From an optimization exercise on the open Yosys and OpenROAD flow, aimed at small area; shortcuts taken in it are not production practice.
Only simulation tests tie the RTL to the original design; equivalence was not proved.
No activity file was given, so power comes from the tool's default toggle rates.

### design/flow/design.v
package rv32_pkg;
	localparam int XLEN      = 32;
	localparam int REG_IDX_W = 5;
	localparam logic [REG_IDX_W-1:0] ZERO_REG = '0;  
	localparam logic [6:0] OPC_LUI    = 7'b0110111;
	localparam logic [6:0] OPC_AUIPC  = 7'b0010111;
	localparam logic [6:0] OPC_JAL    = 7'b1101111;
	localparam logic [6:0] OPC_JALR   = 7'b1100111;
	localparam logic [6:0] OPC_BRANCH = 7'b1100011;
	localparam logic [6:0] OPC_LOAD   = 7'b0000011;
	localparam logic [6:0] OPC_STORE  = 7'b0100011;
	localparam logic [6:0] OPC_OP_IMM = 7'b0010011;
	localparam logic [6:0] OPC_OP     = 7'b0110011;
	localparam logic [6:0] OPC_SYSTEM = 7'b1110011;  
	localparam logic [XLEN-1:0] WFI_WORD = 32'h1050_0073;
	typedef enum logic [1:0] {
		OPA_IS_RS1  = 2'h0,
		OPA_IS_PC   = 2'h1,
		OPA_IS_ZERO = 2'h2
	} alu_opa_sel_t;
	typedef enum logic [2:0] {
		OPB_IS_RS2   = 3'h0,
		OPB_IS_I_IMM = 3'h1,
		OPB_IS_S_IMM = 3'h2,
		OPB_IS_B_IMM = 3'h3,
		OPB_IS_U_IMM = 3'h4,
		OPB_IS_J_IMM = 3'h5
	} alu_opb_sel_t;
	typedef enum logic [3:0] {
		ALU_ADD  = 4'h0,
		ALU_SUB  = 4'h1,
		ALU_SLT  = 4'h2,
		ALU_SLTU = 4'h3,
		ALU_AND  = 4'h4,
		ALU_OR   = 4'h5,
		ALU_XOR  = 4'h6,
		ALU_SLL  = 4'h7,
		ALU_SRL  = 4'h8,
		ALU_SRA  = 4'h9
	} alu_func_t;
	typedef enum logic [3:0] {
		N_FORWARD    = 4'h0,
		MEM_EX_A     = 4'h1,
		MEM_EX_B     = 4'h2,
		WB_EX_A      = 4'h3,
		WB_EX_B      = 4'h4,
		MEM_A_MEM_B  = 4'h5,
		MEM_A_WB_B   = 4'h6,
		MEM_B_WB_A   = 4'h7,
		WB_A_WB_B    = 4'h8,
		WB_EX_A_HALT = 4'h9,
		WB_EX_B_HALT = 4'ha
	} forward_t;
	typedef struct packed {
		logic [6:0] funct7;
		logic [4:0] rs2;
		logic [4:0] rs1;
		logic [2:0] funct3;
		logic [4:0] rd;
		logic [6:0] opcode;
	} r_fmt_t;
	typedef struct packed {
		logic [11:0] imm;
		logic [4:0]  rs1;
		logic [2:0]  funct3;
		logic [4:0]  rd;
		logic [6:0]  opcode;
	} i_fmt_t;
	typedef struct packed {
		logic [6:0] imm_hi;  
		logic [4:0] rs2;
		logic [4:0] rs1;
		logic [2:0] funct3;
		logic [4:0] imm_lo;  
		logic [6:0] opcode;
	} s_fmt_t;
	typedef struct packed {
		logic       imm12;
		logic [5:0] imm10_5;
		logic [4:0] rs2;
		logic [4:0] rs1;
		logic [2:0] funct3;
		logic [3:0] imm4_1;
		logic       imm11;
		logic [6:0] opcode;
	} b_fmt_t;
	typedef struct packed {
		logic [19:0] imm;  
		logic [4:0]  rd;
		logic [6:0]  opcode;
	} u_fmt_t;
	typedef struct packed {
		logic       imm20;
		logic [9:0] imm10_1;
		logic       imm11;
		logic [7:0] imm19_12;
		logic [4:0] rd;
		logic [6:0] opcode;
	} j_fmt_t;
	typedef union packed {
		r_fmt_t r;  
		i_fmt_t i;
		s_fmt_t s;
		b_fmt_t b;
		u_fmt_t u;
		j_fmt_t j;
	} rv32_inst_t;
endpackage
module id_ctrl (
	input  logic clock,
	input  logic rst_n,
	input  logic req,
	output logic ack,
	output logic ld,    
	output logic hold   
);
	always_ff @(posedge clock) begin
		ack <= rst_n & req;
	end
	assign ld   = !ack;
	assign hold = ack;
endmodule
module hold_bit (
	input  logic clock,
	input  logic ld,
	input  logic hold,
	input  logic d,
	output logic q
);
	always_ff @(posedge clock) begin
		q <= (ld & d) | (hold & q);
	end
endmodule
module hold_word #(
	parameter int W = 32
) (
	input  logic         clock,
	input  logic         ld,
	input  logic         hold,
	input  logic [W-1:0] d,
	output logic [W-1:0] q
);
	for (genvar b = 0; b < W; b++) begin : g_bit
		hold_bit bit_0 (.clock, .ld, .hold, .d(d[b]), .q(q[b]));
	end
endmodule
module inst_decoder (
	input  rv32_pkg::rv32_inst_t           cur_inst,
	input  logic                           stall,
	output logic [1:0]                     opa_sel,
	output logic [2:0]                     opb_sel,
	output logic [3:0]                     alu_func,
	output logic [rv32_pkg::REG_IDX_W-1:0] dest_idx,
	output logic                           rd_mem,
	output logic                           wr_mem,
	output logic                           cond_branch,
	output logic                           uncond_branch,
	output logic                           halt,
	output logic                           illegal,
	output logic                           valid,
	output logic [4:0]                     imm_fmt   
);
	logic [6:0] op;
	logic [2:0] f3;
	logic [6:0] f7;
	logic       lo11;      
	logic       mid_zero;  
	logic       is_lui, is_auipc, is_jal, is_jalr, is_branch, is_load, is_store;
	logic       is_opimm, is_op, is_system, is_zero_op;
	logic       f7_zero, f7_sub;   
	logic       ok_jalr, ok_branch, ok_load, ok_store, ok_opimm, ok_op;
	logic       wfi, zero_word;
	logic       legal;     
	logic       jalr_v, br_v, ld_v, st_v, oi_v, op_v;  
	logic       shift_r;   
	logic [3:0] alu_raw;
	assign op = cur_inst.r.opcode;
	assign f3 = cur_inst.r.funct3;
	assign f7 = cur_inst.r.funct7;
	assign lo11       = op[1] & op[0];
	assign is_lui     = lo11 & (op[6:2] == 5'b01101);
	assign is_auipc   = lo11 & (op[6:2] == 5'b00101);
	assign is_jal     = lo11 & (op[6:2] == 5'b11011);
	assign is_jalr    = lo11 & (op[6:2] == 5'b11001);
	assign is_branch  = lo11 & (op[6:2] == 5'b11000);
	assign is_load    = lo11 & (op[6:2] == 5'b00000);
	assign is_store   = lo11 & (op[6:2] == 5'b01000);
	assign is_opimm   = lo11 & (op[6:2] == 5'b00100);
	assign is_op      = lo11 & (op[6:2] == 5'b01100);
	assign is_system  = lo11 & (op[6:2] == 5'b11100);
	assign is_zero_op = (op == 7'b0000000);
	assign f7_zero = (f7 == 7'b0000000);
	assign f7_sub  = (f7 == 7'b0100000);
	assign mid_zero  = (cur_inst[31:29] == 3'b000) && (cur_inst[27:23] == 5'b00000) &&
		!cur_inst[21] && (cur_inst[19:7] == 13'b0) && (cur_inst[3:2] == 2'b00);
	assign wfi       = mid_zero && cur_inst[28] && cur_inst[22] && cur_inst[20] &&
		(op[6:4] == 3'b111) && lo11;
	assign zero_word = mid_zero && !cur_inst[28] && !cur_inst[22] && !cur_inst[20] &&
		(op[6:4] == 3'b000) && !op[1] && !op[0];
	assign shift_r   = (f3 == 3'b101);
	assign ok_jalr   = (f3 == 3'b000);
	assign ok_branch = f3[2] | !f3[1];
	assign ok_load   = (f3 != 3'b011) && !(f3[2] & f3[1]);
	assign ok_store  = !f3[2] && !(f3[1] & f3[0]);
	assign ok_opimm  = (f3 == 3'b001) ? f7_zero :
		shift_r ? (f7_zero | f7_sub) : 1'b1;
	assign ok_op     = f7_zero | (f7_sub & ((f3 == 3'b000) | shift_r));
	assign jalr_v = is_jalr & ok_jalr;
	assign br_v   = is_branch & ok_branch;
	assign ld_v   = is_load & ok_load;
	assign st_v   = is_store & ok_store;
	assign oi_v   = is_opimm & ok_opimm;
	assign op_v   = is_op & ok_op;
	assign legal = is_lui | is_auipc | is_jal | jalr_v | br_v | ld_v | st_v | oi_v | op_v |
		wfi | zero_word;
	assign illegal = !legal & !stall;
	assign valid   = !illegal;
	assign halt    = wfi & !stall;
	assign rd_mem        = !stall & ld_v;
	assign wr_mem        = !stall & st_v;
	assign cond_branch   = !stall & br_v;
	assign uncond_branch = !stall & (is_jal | jalr_v);
	assign opa_sel[1] = !stall & is_lui;
	assign opa_sel[0] = !stall & (is_auipc | is_jal | br_v);
	assign imm_fmt[0] = !stall & (jalr_v | ld_v | oi_v);
	assign imm_fmt[1] = !stall & st_v;
	assign imm_fmt[2] = !stall & br_v;
	assign imm_fmt[3] = !stall & (is_lui | is_auipc);
	assign imm_fmt[4] = !stall & is_jal;
	assign opb_sel[0] = imm_fmt[0] | imm_fmt[2] | imm_fmt[4];
	assign opb_sel[1] = imm_fmt[1] | imm_fmt[2];
	assign opb_sel[2] = imm_fmt[3] | imm_fmt[4];
	always_comb begin
		case (f3)
			3'b000:  alu_raw = (is_op & f7[5]) ? rv32_pkg::ALU_SUB : rv32_pkg::ALU_ADD;
			3'b001:  alu_raw = rv32_pkg::ALU_SLL;
			3'b010:  alu_raw = rv32_pkg::ALU_SLT;
			3'b011:  alu_raw = rv32_pkg::ALU_SLTU;
			3'b100:  alu_raw = rv32_pkg::ALU_XOR;
			3'b101:  alu_raw = f7[5] ? rv32_pkg::ALU_SRA : rv32_pkg::ALU_SRL;
			3'b110:  alu_raw = rv32_pkg::ALU_OR;
			default: alu_raw = rv32_pkg::ALU_AND;
		endcase
	end
	assign alu_func = (!stall & (op_v | oi_v)) ? alu_raw : rv32_pkg::ALU_ADD;
	assign dest_idx = (!stall & (is_lui | is_auipc | is_jal | jalr_v | ld_v | oi_v | op_v)) ?
		cur_inst.r.rd : rv32_pkg::ZERO_REG;
endmodule
module imm_gen (
	input  rv32_pkg::rv32_inst_t      cur_inst,
	input  logic [4:0]                imm_fmt,  
	output logic [rv32_pkg::XLEN-1:0] imm
);
	localparam int XLEN = rv32_pkg::XLEN;
	logic [XLEN-1:0] i_imm, s_imm, b_imm, u_imm, j_imm;
	assign i_imm = {{(XLEN-12){cur_inst.i.imm[11]}}, cur_inst.i.imm};
	assign s_imm = {{(XLEN-12){cur_inst.s.imm_hi[6]}}, cur_inst.s.imm_hi, cur_inst.s.imm_lo};
	assign b_imm = {{(XLEN-12){cur_inst.b.imm12}},
		cur_inst.b.imm11, cur_inst.b.imm10_5, cur_inst.b.imm4_1, 1'b0};
	assign u_imm = {cur_inst.u.imm, 12'b0};
	assign j_imm = {{(XLEN-20){cur_inst.j.imm20}},
		cur_inst.j.imm19_12, cur_inst.j.imm11, cur_inst.j.imm10_1, 1'b0};
	assign imm = ({XLEN{imm_fmt[0]}} & i_imm) | ({XLEN{imm_fmt[1]}} & s_imm) |
		({XLEN{imm_fmt[2]}} & b_imm) | ({XLEN{imm_fmt[3]}} & u_imm) |
		({XLEN{imm_fmt[4]}} & j_imm);
endmodule
module regfile (
	input  logic                           clock,
	input  logic [3:0]                     lo1_n,   
	input  logic [7:0]                     hi1_n,   
	input  logic [3:0]                     lo2_n,
	input  logic [7:0]                     hi2_n,
	output logic [rv32_pkg::XLEN-1:0]      rs1_value,
	output logic [rv32_pkg::XLEN-1:0]      rs2_value,
	input  logic                           wb_en,
	input  logic [rv32_pkg::REG_IDX_W-1:0] wb_idx,
	input  logic [rv32_pkg::XLEN-1:0]      wb_data
);
	localparam int DEPTH = 2 ** rv32_pkg::REG_IDX_W;
	localparam int XLEN  = rv32_pkg::XLEN;
	logic [DEPTH-1:1] we, nwe;     
	logic [XLEN-1:0]  regs [DEPTH-1:1];
	logic [XLEN*(DEPTH-1)-1:0] cols;  
	for (genvar r = 1; r < DEPTH; r++) begin : g_row
		assign we[r]   = wb_en && (wb_idx == r);
		assign nwe[r]  = !we[r];
		hold_word #(.W(XLEN)) row_0 (.clock, .ld(we[r]), .hold(nwe[r]), .d(wb_data), .q(regs[r]));
		for (genvar b = 0; b < XLEN; b++) begin : g_col
			assign cols[b*(DEPTH-1)+r-1] = regs[r][b];
		end
	end
	for (genvar h = 0; h < 2; h++) begin : g_half
		rd_half half_0 (
			.lo1_n, .hi1_n, .lo2_n, .hi2_n,
			.d (cols[h*16*(DEPTH-1) +: 16*(DEPTH-1)]),
			.y1(rs1_value[h*16 +: 16]),
			.y2(rs2_value[h*16 +: 16])
		);
	end
endmodule
module rd_half (
	input  logic [3:0]     lo1_n, lo2_n,  
	input  logic [7:0]     hi1_n, hi2_n,  
	input  logic [16*31-1:0] d,       
	output logic [15:0]    y1, y2
);
	logic [31:1] sel1, sel2;  
	for (genvar r = 1; r < 32; r++) begin : g_sel
		assign sel1[r] = !(lo1_n[r%4] | hi1_n[r/4]);
		assign sel2[r] = !(lo2_n[r%4] | hi2_n[r/4]);
	end
	for (genvar b = 0; b < 16; b++) begin : g_rd
		rd_bit rd1_0 (.sel(sel1), .d(d[b*31 +: 31]), .y(y1[b]));
		rd_bit rd2_0 (.sel(sel2), .d(d[b*31 +: 31]), .y(y2[b]));
	end
endmodule
module rd_bit (
	input  logic [31:1] sel,
	input  logic [31:1] d,
	output logic        y
);
	logic [10:0] grp_n;  
	for (genvar g = 0; g < 10; g++) begin : g_grp
		aoi222 aoi_0 (
			.a0(sel[3*g+1]), .b0(d[3*g+1]),
			.a1(sel[3*g+2]), .b1(d[3*g+2]),
			.a2(sel[3*g+3]), .b2(d[3*g+3]),
			.y(grp_n[g])
		);
	end
	assign grp_n[10] = !(sel[31] & d[31]);
	assign y = !(&grp_n);
endmodule
module aoi222 (
	input  logic a0, b0, a1, b1, a2, b2,
	output logic y
);
	assign y = !((a0 & b0) | (a1 & b1) | (a2 & b2));
endmodule
module hazard_unit (
	input  rv32_pkg::rv32_inst_t           cur_inst,
	input  rv32_pkg::rv32_inst_t           cur_ex_inst,
	input  rv32_pkg::rv32_inst_t           cur_mem_inst,
	input  logic [rv32_pkg::REG_IDX_W-1:0] cur_ex_dest,
	input  logic [rv32_pkg::REG_IDX_W-1:0] cur_mem_dest,
	output rv32_pkg::forward_t             forward,
	output logic                           stall
);
	function automatic logic is_read_only(input logic [6:0] opcode);
		is_read_only = (opcode[1:0] == 2'b11) && !opcode[4] &&
			((opcode[6:5] == 2'b11) ? ((opcode[3:2] != 2'b10)) : (opcode[6:2] == 5'b01000));
	endfunction
	logic ex_live, mem_live;   
	logic ex_load;
	logic ex_rs1, ex_rs2;      
	logic mem_rs1, mem_rs2;    
	logic ex_a, ex_b;          
	assign ex_live  = !is_read_only(cur_ex_inst.r.opcode) && (cur_ex_dest != rv32_pkg::ZERO_REG);
	assign mem_live = !is_read_only(cur_mem_inst.r.opcode) &&
		(cur_mem_dest != rv32_pkg::ZERO_REG);
	assign ex_load  = (cur_ex_inst.r.opcode == rv32_pkg::OPC_LOAD);
	assign ex_rs1  = ex_live && (cur_ex_dest == cur_inst.r.rs1);
	assign ex_rs2  = ex_live && (cur_ex_dest == cur_inst.r.rs2);
	assign mem_rs1 = mem_live && (cur_mem_dest == cur_inst.r.rs1);
	assign mem_rs2 = mem_live && (cur_mem_dest == cur_inst.r.rs2);
	assign stall = ex_load && (ex_rs1 || ex_rs2);
	assign ex_a  = ex_rs1 && !ex_load;
	assign ex_b  = ex_rs2 && !ex_load;
	always_comb begin
		if (stall)                   forward = ex_rs1 ? rv32_pkg::WB_EX_A_HALT : rv32_pkg::WB_EX_B_HALT;
		else if (ex_a && ex_b)       forward = rv32_pkg::MEM_A_MEM_B;
		else if (ex_a && mem_rs2)    forward = rv32_pkg::MEM_A_WB_B;
		else if (ex_b && mem_rs1)    forward = rv32_pkg::MEM_B_WB_A;
		else if (mem_rs1 && mem_rs2) forward = rv32_pkg::WB_A_WB_B;
		else if (ex_a)               forward = rv32_pkg::MEM_EX_A;
		else if (ex_b)               forward = rv32_pkg::MEM_EX_B;
		else if (mem_rs1)            forward = rv32_pkg::WB_EX_A;
		else if (mem_rs2)            forward = rv32_pkg::WB_EX_B;
		else                         forward = rv32_pkg::N_FORWARD;
	end
endmodule
module id_stage (
	input  logic                          clock,
	input  logic                          rst_n,
	input  logic                          req,
	output logic                          ack,
	input  logic [31:0]                   inst,
	input  logic [31:0]                   ex_inst,
	input  logic [4:0]                    ex_dest,
	input  logic [31:0]                   mem_inst,
	input  logic [4:0]                    mem_dest,
	input  logic                          wb_en,
	input  logic [4:0]                    wb_idx,
	input  logic [31:0]                   wb_data,
	output logic [1:0]                    opa_sel,
	output logic [2:0]                    opb_sel,
	output logic [3:0]                    alu_func,
	output logic [4:0]                    dest_idx,
	output logic                          rd_mem,
	output logic                          wr_mem,
	output logic                          cond_branch,
	output logic                          uncond_branch,
	output logic                          halt,
	output logic                          illegal,
	output logic                          valid,
	output logic [31:0]                   rs1_value,
	output logic [31:0]                   rs2_value,
	output logic [31:0]                   imm,
	output logic [3:0]                    forward,
	output logic                          stall
);
	rv32_pkg::rv32_inst_t cur_inst;   
	logic [3:0]           fwd_in;     
	logic                 stall_in;
	logic                 ld, hold;   
	logic [4:0]           imm_fmt;    
	logic [23:0]          pre_in;     
	logic [23:0]          pre_q;      
	id_ctrl ctrl_0 (.clock, .rst_n, .req, .ack, .ld, .hold);
	hazard_unit hazard_0 (
		.cur_inst(inst), .cur_ex_inst(ex_inst), .cur_mem_inst(mem_inst),
		.cur_ex_dest(ex_dest), .cur_mem_dest(mem_dest),
		.forward(fwd_in), .stall(stall_in)
	);
	logic [21:0] word_q;
	hold_word #(.W(22)) inst_q (.clock, .ld, .hold, .d({inst[31:25], inst[14:0]}), .q(word_q));
	logic [4:0] rs1_q, rs2_q;    
	assign rs1_q = {!(pre_q[8] & pre_q[9] & pre_q[10] & pre_q[11]),
		!(pre_q[6] & pre_q[7] & pre_q[10] & pre_q[11]),
		!(pre_q[5] & pre_q[7] & pre_q[9] & pre_q[11]),
		!(pre_q[2] & pre_q[3]), !(pre_q[1] & pre_q[3])};
	assign rs2_q = {!(pre_q[20] & pre_q[21] & pre_q[22] & pre_q[23]),
		!(pre_q[18] & pre_q[19] & pre_q[22] & pre_q[23]),
		!(pre_q[17] & pre_q[19] & pre_q[21] & pre_q[23]),
		!(pre_q[14] & pre_q[15]), !(pre_q[13] & pre_q[15])};
	assign cur_inst = {word_q[21:15], rs2_q, rs1_q, word_q[14:0]};
	hold_word #(.W(4))  fwd_q  (.clock, .ld, .hold, .d(fwd_in), .q(forward));
	for (genvar i = 0; i < 4; i++) begin : g_lo
		assign pre_in[i]      = (inst[16:15] != i);
		assign pre_in[12 + i] = (inst[21:20] != i);
	end
	for (genvar i = 0; i < 8; i++) begin : g_hi
		assign pre_in[4 + i]  = (inst[19:17] != i);
		assign pre_in[16 + i] = (inst[24:22] != i);
	end
	hold_word #(.W(24)) pre_q_0 (.clock, .ld, .hold, .d(pre_in), .q(pre_q));
	assign stall = forward[3] & (forward[1] | forward[0]);
	inst_decoder decoder_0 (
		.cur_inst, .stall,
		.opa_sel(opa_sel), .opb_sel(opb_sel), .alu_func(alu_func), .dest_idx,
		.rd_mem, .wr_mem, .cond_branch, .uncond_branch,
		.halt, .illegal, .valid, .imm_fmt
	);
	imm_gen imm_0 (.cur_inst, .imm_fmt, .imm);
	regfile regf_0 (
		.clock,
		.lo1_n     (pre_q[3:0]),
		.hi1_n     (pre_q[11:4]),
		.lo2_n     (pre_q[15:12]),
		.hi2_n     (pre_q[23:16]),
		.rs1_value,
		.rs2_value,
		.wb_en, .wb_idx, .wb_data
	);
endmodule
### design/flow/flow/run.sh
#!/bin/bash
# The standard layout (standard synthesis, floorplan, power grid,
# placement, CTS, routing) with these knobs changed:
#  - ports are buffered with the smallest buffer instead of a delay cell
#  - CTS does not add dummy loads and clusters up to 28 sinks within
#    90 um per leaf buffer
#  - timing-driven global placement keeps the resizer's changes only once
#    placement has spread out (overflow below 0.3), not from its first,
#    still-clumped pass
# make's full output goes to flow_make.log; each ORFS step keeps its own
# log under orfs/logs/.
set -euo pipefail
cd "$(dirname "${BASH_SOURCE[0]}")/.."
bash standard.sh \
	"BUFFER_PORTS_ARGS=-buffer_cell sky130_fd_sc_hd__buf_1" \
	"GPL_KEEP_OVERFLOW=0.3" \
	"CTS_ARGS=-sink_clustering_enable -repair_clock_nets -dont_use_dummy_load -sink_clustering_size 28 -sink_clustering_max_diameter 90" \
	finish > flow_make.log 2>&1
### design/flow/standard.sh
#!/bin/bash
# synth_recipe.tcl (not shown) runs the flow's synth.tcl, then flattens the netlist and writes it again
# the make line also repeats each setting of config.mk as NAME=value (left out here)
make -C /OpenROAD-flow-scripts/flow DESIGN_CONFIG=/design/flow/config.mk WORK_HOME=/design/flow/orfs CLKGATE_MAP_FILE= SYNTH_SCRIPT=/design/flow/synth_recipe.tcl "${@:-finish}"
### design/flow/config.mk
export PLATFORM = sky130hd
export DESIGN_NAME = id_stage
export DESIGN_NICKNAME = id_stage
export VERILOG_FILES = /design/flow/design.v
export SDC_FILE = /design/flow/constraint.sdc
export NUM_CORES = 4
export LEC_CHECK = 0
export CAP_MARGIN = 20
export CORE_MARGIN = 2
export CORE_UTILIZATION = 40
export SLEW_MARGIN = 20
export SYNTH_HIERARCHICAL = 1
### design/flow/constraint.sdc
create_clock -name core_clock -period 5.0 [get_ports {clock}]
set_input_delay 1.0000 -clock core_clock [delete_from_list [all_inputs] [get_ports {clock}]]
set_output_delay 1.0000 -clock core_clock [all_outputs]
set_load 0.01 [all_outputs]
==> results.txt <==
# IOs 270; nets 3923; clk root buf clkbuf_16; Switching Fraction 32.3%; Avg Cell Area, Syn 11.8 um2; cts bufs inserted 46; synthesized instance count 3454; clock-pin transition on the worst setup and hold timing paths 0.09 ns; final slew viol count 0; post_cts resized 0; cell row count 117; initial core utilization 40.3%; routability cong. 0.898; combinational power share 21.1%; final wirelength 182000 um; final hold violations 0; worst slew pin tran 1.27 ns; Clock Latency Late Sink 0.65 ns; Die Area 105000 um2; core footprint 102000 um2; CP arrival 3.74 ns; Antenna Nets Post-Route 0; cts hold-fix bufs 0; final design utilization 44.9%; Synth-to-Final Area Change 11.7%; initial antenna violation count 16; Slew HR 15.1%; Post-Synthesis Net Count 3601; overflow left after global routing 0; vias per cell 7.80; vias 40.1k; Die Y 324 um; DP HPWL 108000 um; post-route minimum period 4.74 ns; period utilization 94.9%; drt wl/cell 35.4 um; Flop pwr share 56.9%; PnR Total Power 19.8 mW; status complete, no violations; endpoints failing setup 0; CP startpoint kind flop; critical path class reg -> out; critical path capture point type primary output; number of port buffers 219; pin count of the biggest net entering global routing 53; Worst Hold Margin 0.497 ns; VDD IR max 0.234 mV; drt first pass iters 13; RSZ-0062 raised after global routing no; Tot GR Track Use 32.8%; CTS Buffer Depth 3; DRC violations left 0; setup TNS 0 ns; Max Clock Freq 0.211 GHz; skew final 0.0312 ns; clk sinks 1043; CP max FO 16; CTS tree done; NetSw 6.39 mW; Pint 13.4 mW; CP required 4.00 ns; Area after DPL 44400 um2; Clk pwr share 22.0%; Fillers 9567; vias in the first global route 36.7k; Synth warnings 12; max-cap check violation count 0; post-route cell area 45700 um2; Worst Hold Class reg -> reg; setup bufs post-CTS 0; DR iter-0 viols 10.0k; DIE WIDTH 324 um; H-tree levels 2; first-pass GRT wire length 257000 um; Power Dens Cells 433 nW/um2; Synth Cell Area 40900 um2; layout cells sized above 1 8.61%; leakage 17.8 nW
==> layout by cell type, fill, tap and decap left out, types with 7 or more instances in the layout <==
cell type / instances
a2111o_1: 64
a21o_1: 8
a222oi_1: 640
a22o_1: 1047
buf_1: 196
buf_4: 83
clkbuf_16: 46
clkbuf_2: 23
dfxtp_1: 1042
nand2_1: 99
nand2_2: 31
nand2b_1: 7
nand3_1: 11
nand4_1: 138
nor2_1: 64
nor2_2: 76
nor2_4: 32
nor2b_1: 9
nor4_1: 11
xnor2_1: 12
xor2_1: 9
==> metal layers <==
| layer | wire length, um | share of wire [%] | global-route usage [%] | up-vias |
|---|---|---|---|---|
| met4 | 8390 | 4.6 | 13.3 | 18 |
| met3 | 25400 | 14 | 10.2 | 612 |
| met5 | 111 | 0.061 | 0 | - |
| met2 | 76900 | 42 | 48.9 | 3374 |
| met1 | 71300 | 39 | 43.9 | 19700 |
| li1 | - | - | - | 16400 |
==> worst paths after layout <==
check | start | endpoint | slack (ns) | cells after the start
worst min-delay path | fwd_q.g_bit[2].bit_0.q | fwd_q.g_bit[2].bit_0.q | 0.50 | 1
worst max register to register | ctrl_0.ack | fwd_q.g_bit[1].bit_0.q | 2.79 | 2
worst max-delay path | pre_q_0.g_bit[0].bit_0.q | rs1_value[5] | 0.26 | 5
worst min register to register | fwd_q.g_bit[2].bit_0.q | fwd_q.g_bit[2].bit_0.q | 0.50 | 1
==> power by group through the flow <==
stage	sequential, mW	combinational [mW]	clock [mW]
after CTS	11.2	4.01	4.40
after detailed placement	11.3	4.01	0
after global routing	11.4	4.37	4.66
after floorplan	11.0	2.50	0
after global placement	11.3	3.93	0
final	11.3	4.17	4.35
==> metrics by stage <==
stage / std cells / worst slack [ns]
6_report: 5144 / 0.255
5_1_grt: 5144 / 0.193
4_1_cts: 5137 / 0.429
3_5_place_dp: 5091 / 1.11
3_3_place_gp: 5089 / 1.13
2_1_floorplan: 3454 / 1.86
==> worst max-delay path, stage by stage (launching register included) <==
cell	delay, ns
dfxtp_1	1.00
nor2_2	0.47
a222oi_1	0.46
nand4_1	0.41
a2111o_1	0.59
buf_1	0.17
==> layout make-up <==
type	count	area, um2	share of cell area [%]
sequential	1043	20900	45.7
multi-input combinational	2372	20200	44.3
tap	1368	1710	3.75
timing repair buffer	309	1650	3.62
clock buffer	46	1150	2.52
inverter	4	15.0	0.0329
antenna	2	5.00	0.0110
==> state kept, by name (all words and copies together) (netlist names) <==
register	cells
inst_q.g_bit.bit_0.q	22
ctrl_0.ack	1
pre_q_0.g_bit.bit_0.q	24
regf_0.g_row.row_0.g_bit.bit_0.q	992
fwd_q.g_bit.bit_0.q	4

re-timing with driven ports:
Ports are ideal in the flow. The routed layout listed here was re-timed in OpenROAD. Step 1 sets driving cells, clkbuf_16 on the clock port and buf_2 on the other inputs (assumed; they add their load-dependent delay and slew). Step 2 times the ports against the registers' clock, not the clock port: input delays grow and output delays shrink by t, the midpoint of the rising clock arrivals with the driver on. Three values: ideal ports, drivers, drivers and shift; two values: the first two.
t (ns): 0.705
setup WS [ns]: 0.255 / 0.187 / 0.892
hold slack, ns: 0.497 / 0.497 / 0.497
After both steps setup and hold are still met in this run. For this run, drivers alone change the setup slack by -0.068 ns; drivers and shift together by +0.637 ns.
